This design comes from an exercise in tuning for small area, a short achievable clock period and few clock cycles per item on the open sky130 flow, not from production work.
The RTL was checked by simulation tests, not by an equivalence proof against the original design.

## flow/design.v (module list and top-level ports; edited modules follow where they fit)
// module yuv2rgb_top: 548 lines
module yuv2rgb_top #(
	parameter int img_width = 320,
	parameter int img_height = 240
) (
	input logic CLOCK_50_I,
	input logic Resetn,
	input logic start,
	input logic [15:0] read_data,
	output logic [15:0] write_data,
	output logic [17:0] address,
	output logic write_en_n,
	output logic done
);
  // ...
==> flow/run.sh <==
#!/bin/bash
# synth_recipe.tcl (not shown) runs the flow's synth.tcl, then flattens the netlist and writes it again
# the make line also repeats each setting of config.mk as NAME=value (left out here)
make -C /OpenROAD-flow-scripts/flow DESIGN_CONFIG=/design/flow/config.mk WORK_HOME=/design/flow/orfs CLKGATE_MAP_FILE= SYNTH_SCRIPT=/design/flow/synth_recipe.tcl finish
==> flow/config.mk <==
export PLATFORM = sky130hd
export DESIGN_NAME = yuv2rgb_top
export DESIGN_NICKNAME = yuv2rgb_top
export VERILOG_FILES = /design/flow/design.v
export SDC_FILE = /design/flow/constraint.sdc
export NUM_CORES = 4
export LEC_CHECK = 0
export CAP_MARGIN = 80
export CORE_MARGIN = 2
export CORE_UTILIZATION = 40
export SLEW_MARGIN = 80
==> flow/constraint.sdc <==
create_clock -name core_clock -period 11.0 [get_ports {CLOCK_50_I}]
set_input_delay 2.2000 -clock core_clock [delete_from_list [all_inputs] [get_ports {CLOCK_50_I}]]
set_output_delay 2.2000 -clock core_clock [all_outputs]
set_load 0.01 [all_outputs]
==> flow_summary.yaml, run 1 <==
logic_synthesis:
  synth_edf_count: 181
  synthAdderAreaFrac: 0.284
  postSynthAreaPerCell_sq_um: 10.9
  synth-simple-area-share: 0.0881
  synth_xor_area_frac: 0.0371
  synth-compound-area-share: 0.104
floorplan:
  dieWidth_um: 250
  start_util: 0.404
placed_design:
  dpl.hpwl_um: 42900
  portBuffers: 54
  placed_cells_incl_taps: 3133
critical_path:
  worstPathCellList: "clkdlybuf4s18_2 > fa_1 > ha_1 > ha_1 > ha_1 > a21o_2 > a2111oi_4 > clkdlybuf4s50_1 > clkdlybuf4s50_1 > clkdlybuf4s50_1 > a21oi_2 > a311oi_2 > xnor2_1"
  r2r_cells: 13
  worstSetupPathType: "register to register"
  path_depth: 13
  reg2reg_to: "l_reg[22]"
hold_path:
  hold_end: "cw[10][4]"
outcome:
  outcome: "no timing/DRC/antenna violations"
global_route:
  grt_pass1_vias: 16637
  use_met1: 0.234
route:
  drt_iter0_markers: 1001
final_layout:
  drive_above_1_share: 0.145
cts:
  clock_sinks: 383
Testbench counts, summed over its fixed seeds: cycles 1,152,162, frames 6.
==> run 2: changes to the inputs <==
==> flow/config.mk (replaced) <==
export PLATFORM = sky130hd
export DESIGN_NAME = yuv2rgb_top
export DESIGN_NICKNAME = yuv2rgb_top
export VERILOG_FILES = /design/flow/design.v
export SDC_FILE = /design/flow/constraint.sdc
export NUM_CORES = 4
export LEC_CHECK = 0
export CAP_MARGIN = 20
export CORE_MARGIN = 2
export CORE_UTILIZATION = 75
export SLEW_MARGIN = 20
==> run 2 against run 1 <==
Worst setup slack gained 0.27 ns. Utilization grew 36 points. Still clean. Hold slack lost 0.00055 ns. Critical path depth grew 1. Non-clock buffer count shrank 125. Count of clock-buffer cells in the layout grew 4. Maximum frequency grew 5.8%. Design area shrank 7.0%.
==> flow_summary.yaml, run 2 <==
sta:
  setup_ws_ns: 6.45
  fmax_mhz: 220
  setup_viol: 0
  hold_viol: 0
  drv_slew: 0
  rsz0062_at_grt: "no"
  fin_crit_ns: 4.55
  tightest_slew_ns: 1.07
  finClkSkew_ns: 0.0235
  fin_crit_sh: 0.414
  relSlewSlack: 0.286
  tns_ns: 0
logic_synthesis:
  synthAdderAreaFrac: 0.284
  syn_inst: 2221
  synth_xor_area_frac: 0.0371
  synth_edf_count: 181
  syn_area_sq_mm: 0.0243
  yosys_most_used_dff: "dfxtp_1"
  synth_warnings: 2
  synth.most_common_cell: "inv_1"
  synth.area.mux_share: 0.0216
  ys_ff_latch: 383
  yosys.area.top_type: "edfxtp_1"
  synth_fp_nets: 2673
  synth-compound-area-share: 0.104
  synth_top_family_by_area: "adder cells"
  async_flop_share: 0.0183
  postSynthAreaPerCell_sq_um: 10.9
  synth_cell_types: 93
  synth_top_area_frac: 0.224
  synth_area_leaders: "edfxtp_1 22%, fa_1 16%, dfxtp_1 16%"
  synth-simple-area-share: 0.0881
  yosysSeqAreaShare: 0.392
  yosys-top-cells-count: "407 x inv_1, 235 x ha_1, 198 x fa_1"
floorplan:
  std_cell_rows: 65
  dieWidth_um: 184
  ios: 55
  dieArea_sq_mm: 0.0338
  core_area_sq_mm: 0.0317
  fp.dieH_um: 184
  start_util: 0.766
critical_path:
  worstSetupPathType: "register to register"
  r2r_cells: 14
  regToRegStartpoint: "tap_b[1]"
  rrSetupSlack_ns: 6.45
  cp_data_arrival_time_ns: 4.86
  crit_start: "tap_b[1]"
  required_ns: 11.31
  critPathLaunchType: "register"
  critPathCaptureType: "register"
  reg2reg_to: "pv[5]"
  cp_max_fo: 5
  crit_end: "pv[5]"
cts:
  clock_sinks: 383
  root_buffer: "clkbuf_16"
  worstSkewPairLatency_ns: 0.58
  cts_resized: 0
  cts_hold_buffers: 0
  path_clk_slew_ns: 0.06
  numCtsBuffers: 41
  cts_tree: "built"
  cts_buffer_depth: 3
  post-cts-setup-buffers: 0
  cts_max_level: 2
hold_path:
  hp-class: "register to register"
final_layout:
  largest_reg_flops: 96
  layout.nets: 2729
  area_delta_synth_final_pct: 9.60
  stdcell_count: 2713
  final_cell_mix: "407 x inv_1, 235 x ha_1, 198 x fa_1, 195 x dfxtp_1, 181 x edfxtp_1"
  final_common_cell: "inv_1"
  drive_above_1_share: 0.0589
  post-route-cell-area_sq_mm: 0.0266
route:
  met1_length_um: 22000
  antenna_left: 0
  drcViolationCount: 0
  wl_met2_um: 26400
  vias: 16235
  first_pass_iters: 6
  met3WireLength_um: 4630
  post_drt_wl_per_cell_um: 20.2
  dr.max_layer_used: "met4"
  drt_iter0_markers: 1041
  routed_wl_um: 54700
  routed_via_density: 5.98
global_route:
  antenna_found_initial: 3
  overflow: 0
  grt_max_degree: 97
  grt_pass1_wl_um: 88600
  grt_pass1_vias: 17163
  grt_util_all_layers: 0.340
flow_run:
  drv_cap: 0
placed_design:
  portBuffers: 54
  placed_cells_incl_taps: 2636
  placed_cell_area_sq_mm: 0.0252
  dpl.hpwl_um: 40300
  place_worst_setup_slack_ns: 6.46
  place_congestion: 0.937
outcome:
  outcome: "no timing/DRC/antenna violations"
## run 2: cell counts after synthesis
Identical to the previous run, type by type.
## run 2: cell families after synthesis
group,Yosys count
AOI/OAI and AO/OA,379
xor gates and xnor gates,102
adders and majority gates,433
buffers and inverters,455
DFF,383
muxes,50
and+or+nand+nor,419
## run 2: worst max-delay path, cell delays in order (launching register included)
cell	delay (ns)
dfxtp_1	0.40
inv_1	0.08
fa_1	0.55
inv_1	0.06
fa_1	0.40
fa_1	0.49
inv_1	0.05
fa_1	0.47
ha_1	0.33
nand2_1	0.09
o31ai_2	0.43
a2bb2oi_2	0.36
a21oi_1	0.15
xnor2_1	0.17
mux2_2	0.27
## run 2: how the worst min path moves through the flow
stage	slack, ns	cells after the start	start	end
global route	0.42	0	cw[1][0]	cw[0][0]
floorplan	0.37	1	l_reg[23]	mg_a[9]
detailed placement	0.41	0	cw[3][5]	cw[2][5]
finish	0.41	0	cw[7][3]	cw[6][3]
CTS	0.42	0	cw[7][3]	cw[6][3]
global placement	0.40	0	cw[3][0]	cw[2][0]
## run 2: layout make-up
cell class                      count  area, sq um
Antenna cell                        1         2.50
Clock inverter                     18          275
Inverter                          407         1530
Multi-Input combinational cell   1383        13000
Tap cell                          402          503
Fill cell                        1783         5110
Timing Repair Buffer               61          597
Clock buffer                       58         1160
Sequential cell                   383         9520
## run 2: per-stage QoR
step                hold WS [ns]   util
finish                     0.415  0.839
global route               0.423  0.839
CTS                        0.416  0.839
detailed placement         0.405  0.793
global placement           0.400  0.793
floorplan                  0.374      -
## run 2: layer usage
metal / track usage / up-vias
li1: - / 7546
met1: 0.442 / 7921
met2: 0.564 / 648
met3: 0.0800 / 120
met4: 0.116 / 0
met5: 0 / -
==> run 3: changes to the inputs <==
--- a/flow/config.mk
+++ b/flow/config.mk
@@ -7,5 +7,5 @@
 export LEC_CHECK = 0
 export CAP_MARGIN = 20
 export CORE_MARGIN = 2
-export CORE_UTILIZATION = 75
+export CORE_UTILIZATION = 60
 export SLEW_MARGIN = 20
==> run 3 against run 2 <==
Area after synthesis stayed put. Sequential cell count stayed put. Global-route usage is 7.7 points lower. Die area is 24% higher. Largest cell class unchanged.
==> flow_summary.yaml, run 3 <==
floorplan:
  ios: 55
  std_cell_rows: 73
  dieWidth_um: 205
  fp.dieH_um: 205
  start_util: 0.610
  core_area_sq_mm: 0.0398
  dieArea_sq_mm: 0.0421
route:
  first_pass_iters: 5
  vias: 15563
  routed_via_density: 5.48
  drcViolationCount: 0
  routed_wl_um: 52100
  drt_iter0_markers: 1012
  antenna_left: 0
  post_drt_wl_per_cell_um: 18.3
global_route:
  overflow: 0
  grtUsageMet2: 0.420
  grt_pass1_wl_um: 85900
  use_met3: 0.0388
  grt_pass1_vias: 16293
  grt_max_degree: 97
  grt_util_all_layers: 0.263
  top_usage_layer: "met2"
  use_met1: 0.377
  antenna_found_initial: 0
sta:
  tns_ns: 0
  tightest_slew_ns: 0.986
  rsz0062_at_grt: "no"
  fin_crit_ns: 4.57
  drv_slew: 0
  setup_viol: 0
  fin_crit_sh: 0.416
  finClkSkew_ns: 0.0311
  fmax_mhz: 219
  hold_viol: 0
  relSlewSlack: 0.340
outcome:
  outcome: "no timing/DRC/antenna violations"
logic_synthesis:
  async_flop_share: 0.0183
  yosys_most_used_dff: "dfxtp_1"
  postSynthAreaPerCell_sq_um: 10.9
  synth_warnings: 2
  yosys.area.top_type: "edfxtp_1"
  ys_ff_latch: 383
  synth.most_common_cell: "inv_1"
  yosys-top-cells-count: "407 x inv_1, 235 x ha_1, 198 x fa_1"
  syn_area_sq_mm: 0.0243
  synth_area_leaders: "edfxtp_1 22%, fa_1 16%, dfxtp_1 16%"
  synth_top_area_frac: 0.224
  yosysSeqAreaShare: 0.392
  syn_inst: 2221
  synth_fp_nets: 2673
  synth_edf_count: 181
  synth_cell_types: 93
final_layout:
  layout.nets: 2733
  final_cell_mix: "407 x inv_1, 235 x ha_1, 198 x fa_1, 195 x dfxtp_1, 181 x edfxtp_1"
  largest_reg_flops: 96
  area_delta_synth_final_pct: 10.8
  drive_above_1_share: 0.0639
  final_common_cell: "inv_1"
  nFillCells: 3084
  diodes: 0
  stdcell_count: 2841
cts:
  post-cts-setup-buffers: 0
  cts_tree: "built"
  cts_max_level: 2
  cts_hold_buffers: 0
  cts_buffer_depth: 3
  path_clk_slew_ns: 0.06
  numCtsBuffers: 43
  cts_resized: 0
  clock_sinks: 383
  worstSkewPairLatency_ns: 0.59
  root_buffer: "clkbuf_16"
critical_path:
  worstSetupPathType: "register to register"
  required_ns: 11.28
  critPathCaptureType: "register"
  cp_data_arrival_time_ns: 4.85
  critPathLaunchType: "register"
  cp_max_fo: 5
flow_run:
  drv_cap: 0
placed_design:
  place_congestion: 0.871
  dpl.hpwl_um: 40500
  portBuffers: 54
  placed_cells_incl_taps: 2761
hold_path:
  hp-class: "register to register"
## run 3: cell types whose count changed in the layout (fill, tap and decap cells not counted), moves of 2 or more
cell | before | now
clkbuf_16 | 43 | 45
buf_4 | 6 | 8
clkinv_2 | 2 | 5
clkbuf_1 | 12 | 8
clkbuf_8 | 3 | 8
## run 3: path summary, 6_finish.rpt
| path | start | endpoint | slack (ns) | cells after the start |
|---|---|---|---|---|
| setup / recovery | tap_a[6] | pv[6] | 6.43 | 14 |
| hold / removal | cw[7][5] | cw[6][5] | 0.41 | 0 |
| setup reg to reg | tap_a[6] | pv[6] | 6.43 | 14 |
| hold reg to reg | cw[7][5] | cw[6][5] | 0.41 | 0 |
| max in group asynchronous | Resetn | ph[0] | 8.85 | 1 |
| min in group asynchronous | Resetn | done | 1.86 | 1 |
## run 3: logic make-up (layout without fill, tap and decap cells)
family,Yosys count,after routing,synth area share
flops,383,383,0.392
mux,50,50,0.0216
xor+xnor,102,102,0.0371
simple gates,419,419,0.0881
fa+ha+maj,433,433,0.284
compound gates,379,379,0.104
buf+inv,455,550,0.0726
## run 3: cell type report
cell class,instances,area (sq um),area share
clock inverter,19,292,0.0108
clock buffer,61,1270,0.0471
multi-input combinational,1383,13000,0.484
timing repair buffer,63,612,0.0227
inverter,407,1530,0.0568
tap,525,657,0.0244
sequential,383,9520,0.354
## run 3: routing by layer
layer / share of wire / vias to the layer above
met5: 0 / -
met4: 0.022 / 0
met3: 0.048 / 73
met2: 0.45 / 327
met1: 0.48 / 7625
li1: - / 7538
## run 3: per-stage QoR
stage               instance area, sq um  setup WS [ns]  hold slack, ns   util
finish                             26900           6.43           0.414  0.676
global route                       26900           6.18           0.417  0.676
CTS                                26900           6.41           0.415  0.675
detailed placement                 25300           6.46           0.405  0.636
global placement                   25300           6.57           0.401  0.636
floorplan                          24300           5.40           0.374      -
## run 3: worst max-delay path: stages, from the launching register on
cell,delay [ns]
dfxtp_1,0.42
inv_1,0.08
fa_1,0.50
fa_1,0.48
fa_1,0.45
fa_1,0.40
fa_1,0.49
inv_1,0.04
ha_1,0.31
a21oi_1,0.25
nand2_1,0.10
a2bb2oi_2,0.19
a31oi_1,0.23
xor2_1,0.23
mux2i_1,0.12
==> run 4: changes to the inputs <==
--- a/flow/config.mk
+++ b/flow/config.mk
@@ -7,5 +7,5 @@
 export LEC_CHECK = 0
 export CAP_MARGIN = 20
 export CORE_MARGIN = 2
-export CORE_UTILIZATION = 60
+export CORE_UTILIZATION = 40
 export SLEW_MARGIN = 20
==> run 4 against run 3 <==
Register-to-register slack gained 0.07 ns. Critical path type unchanged. Count of clock-buffer cells in the layout is 2 lower. Hold slack worse by 0.0018 ns. Still clean on timing, DRC and antenna. Sequential share of layout area shrank 0.41 points. Critical endpoint is now pv[8].
==> flow_summary.yaml, run 4 <==
outcome:
  outcome: "no timing/DRC/antenna violations"
sta:
  tightest_slew_ns: 0.966
  whs_ns: 0.412
  setup_viol: 0
  fmax_mhz: 222
  hold_viol: 0
  drv_slew: 0
  tns_ns: 0
  relSlewSlack: 0.354
  fin_crit_ns: 4.51
  fin_crit_sh: 0.410
  finClkSkew_ns: 0.0331
  rsz0062_at_grt: "no"
logic_synthesis:
  syn_area_sq_mm: 0.0243
  synth_top_family_by_area: "adder cells"
  yosys-top-cells-count: "407 x inv_1, 235 x ha_1, 198 x fa_1"
  async_flop_share: 0.0183
  synth-compound-area-share: 0.104
  synthAdderAreaFrac: 0.284
  synth_edf_count: 181
  synth_xor_area_frac: 0.0371
  yosysSeqAreaShare: 0.392
  synth_top_area_frac: 0.224
  synth_area_leaders: "edfxtp_1 22%, fa_1 16%, dfxtp_1 16%"
  synth_warnings: 2
  synth.most_common_cell: "inv_1"
  ys_ff_latch: 383
  postSynthAreaPerCell_sq_um: 10.9
  syn_inst: 2221
  synth_cell_types: 93
  synth-simple-area-share: 0.0881
  synth_fp_nets: 2673
  synth.area.mux_share: 0.0216
  yosys_most_used_dff: "dfxtp_1"
  yosys.area.top_type: "edfxtp_1"
cts:
  path_clk_slew_ns: 0.07
  cts_tree: "built"
  numCtsBuffers: 43
  cts_max_level: 2
  cts_hold_buffers: 0
  worstSkewPairLatency_ns: 0.58
  cts_resized: 0
  clock_sinks: 383
  cts_buffer_depth: 3
  root_buffer: "clkbuf_16"
  post-cts-setup-buffers: 0
flow_run:
  drv_cap: 0
final_layout:
  final_common_cell: "inv_1"
  post-route-cell-area_sq_mm: 0.0272
  stdcell_count: 3099
  area_delta_synth_final_pct: 12.1
  final_cell_mix: "407 x inv_1, 235 x ha_1, 198 x fa_1, 195 x dfxtp_1, 181 x edfxtp_1"
  drive_above_1_share: 0.0639
  largest_reg_flops: 96
  layout.nets: 2734
global_route:
  grt_pass1_wl_um: 86300
  grt_max_degree: 73
  grt_pass1_vias: 16396
  grt_util_all_layers: 0.172
  overflow: 0
  antenna_found_initial: 1
route:
  antenna_left: 0
  drt_iter0_markers: 954
  routed_via_density: 4.99
  first_pass_iters: 5
  drcViolationCount: 0
  routed_wl_um: 52600
  vias: 15456
  post_drt_wl_per_cell_um: 17.0
critical_path:
  r2r_cells: 14
  cpPeakStageDelay_ns: 0.51
  cp_common_cell: "fa_1"
  critPathLaunchType: "register"
  critPathCaptureType: "register"
  required_ns: 11.28
  reg2reg_to: "pv[8]"
  cp_max_fo: 5
  worstSetupPathType: "register to register"
  rrSetupSlack_ns: 6.49
  regToRegStartpoint: "tap_a[4]"
  worstPathCellList: "inv_1 > fa_1 > fa_1 > fa_1 > fa_1 > fa_1 > inv_1 > ha_1 > a21oi_1 > nand2_1 > a2bb2oi_2 > a311oi_2 > xnor2_1 > mux2i_1"
  cp_data_arrival_time_ns: 4.79
  crit_slowest_cell: "fa_1"
placed_design:
  placed_cells_incl_taps: 3019
  place_congestion: 0.851
  placed_cell_area_sq_mm: 0.0257
  dpl.hpwl_um: 41200
  portBuffers: 54
hold_path:
  hold_end: "cw[10][6]"
  hp-class: "register to register"
  worst_hold_path.num_cells: 0
  worstHoldStart: "cw[11][6]"
floorplan:
  ios: 55
  core_area_sq_mm: 0.0601
  start_util: 0.404
  dieWidth_um: 250
  std_cell_rows: 90
  fp.dieH_um: 250
  dieArea_sq_mm: 0.0627
## run 4: cell counts after synthesis
Identical to the previous run, type by type.
## run 4: area by class of cell
type | count | area [sq um]
Tap cell | 782 | 978
Sequential cell | 383 | 9520
Timing Repair Buffer | 64 | 616
Clock buffer | 59 | 1220
Fill cell | 5665 | 32900
Multi-Input combinational cell | 1383 | 13000
Antenna cell | 1 | 2.50
Clock inverter | 20 | 339
Inverter | 407 | 1530
## run 4: cell families (layout without fill, tap and decap cells)
group / count (synthesis) / after routing
other cells: 0 / 1
xor+xnor: 102 / 102
fa+ha+maj: 433 / 433
simple gates: 419 / 419
mux: 50 / 50
compound gates: 379 / 379
flops: 383 / 383
buf+inv: 455 / 550
## run 4: metrics by stage
step                      setup WS (ns)   util
after floorplan                    5.40      -
after global placement             6.52  0.427
after detailed placement           6.48  0.427
after CTS                          6.47  0.453
after global routing               6.18  0.453
final                              6.49  0.453
## run 4: routing by layer
layer | share of wire | global-route usage | up-vias
met1 | 0.47 | 0.229 | 7583
met5 | 0 | 0 | -
li1 | - | - | 7548
met3 | 0.044 | 0.0324 | 71
met4 | 0.021 | 0.0440 | 0
met2 | 0.47 | 0.289 | 254
## run 4: worst max path at each step
| stage | start | to | depth (start not counted) |
|---|---|---|---|
| floorplan | ph[1] | cw[0][0] | 4 |
| global placement | tap_a[4] | pu[8] | 14 |
| detailed placement | tap_a[4] | pu[8] | 14 |
| CTS | tap_a[4] | pu[6] | 14 |
| global route | tap_a[4] | pu[6] | 14 |
| finish | tap_a[4] | pv[8] | 14 |
## run 4: critical path: cells and delay by family, from the launching register on
family,cells,cell delay [ns]
adder cells (fa/ha/maj),6,2.64
buffers and inverters,2,0.12
AO/OA/AOI/OAI,3,0.70
flip-flops,1,0.39
XOR/XNOR,1,0.17
multiplexers,1,0.10
AND/OR/NAND/NOR,1,0.10

## separate check: timing with driven ports
The results above use ideal ports. As a check the final layouts listed here were re-extracted and re-timed, cells and wires unchanged. Step 1 assumes that a clkbuf_16 drives the clock port and a buf_2 every other input. Step 2 moves the port delays by t, midway between the first and last clock arrival at a register: inputs arrive t later, outputs are due t later. That takes back most of the time a late clock gives input paths. a / b / c = no drivers / after step 1 / after step 2; a / b = the first two.
| run | t, ns | setup slack, ns | worst setup path after step 2 |
|---|---|---|---|
| run 1 | 0.616 | 6.182 / 6.182 / 6.182 | register to register |
| run 2 | 0.618 | 6.447 / 6.447 / 6.447 | register to register |
| run 3 | 0.634 | 6.426 / 6.426 / 6.426 | register to register |
| run 4 | 0.623 | 6.492 / 6.492 / 6.492 | register to register |
After both steps setup and hold are still met in every run listed.
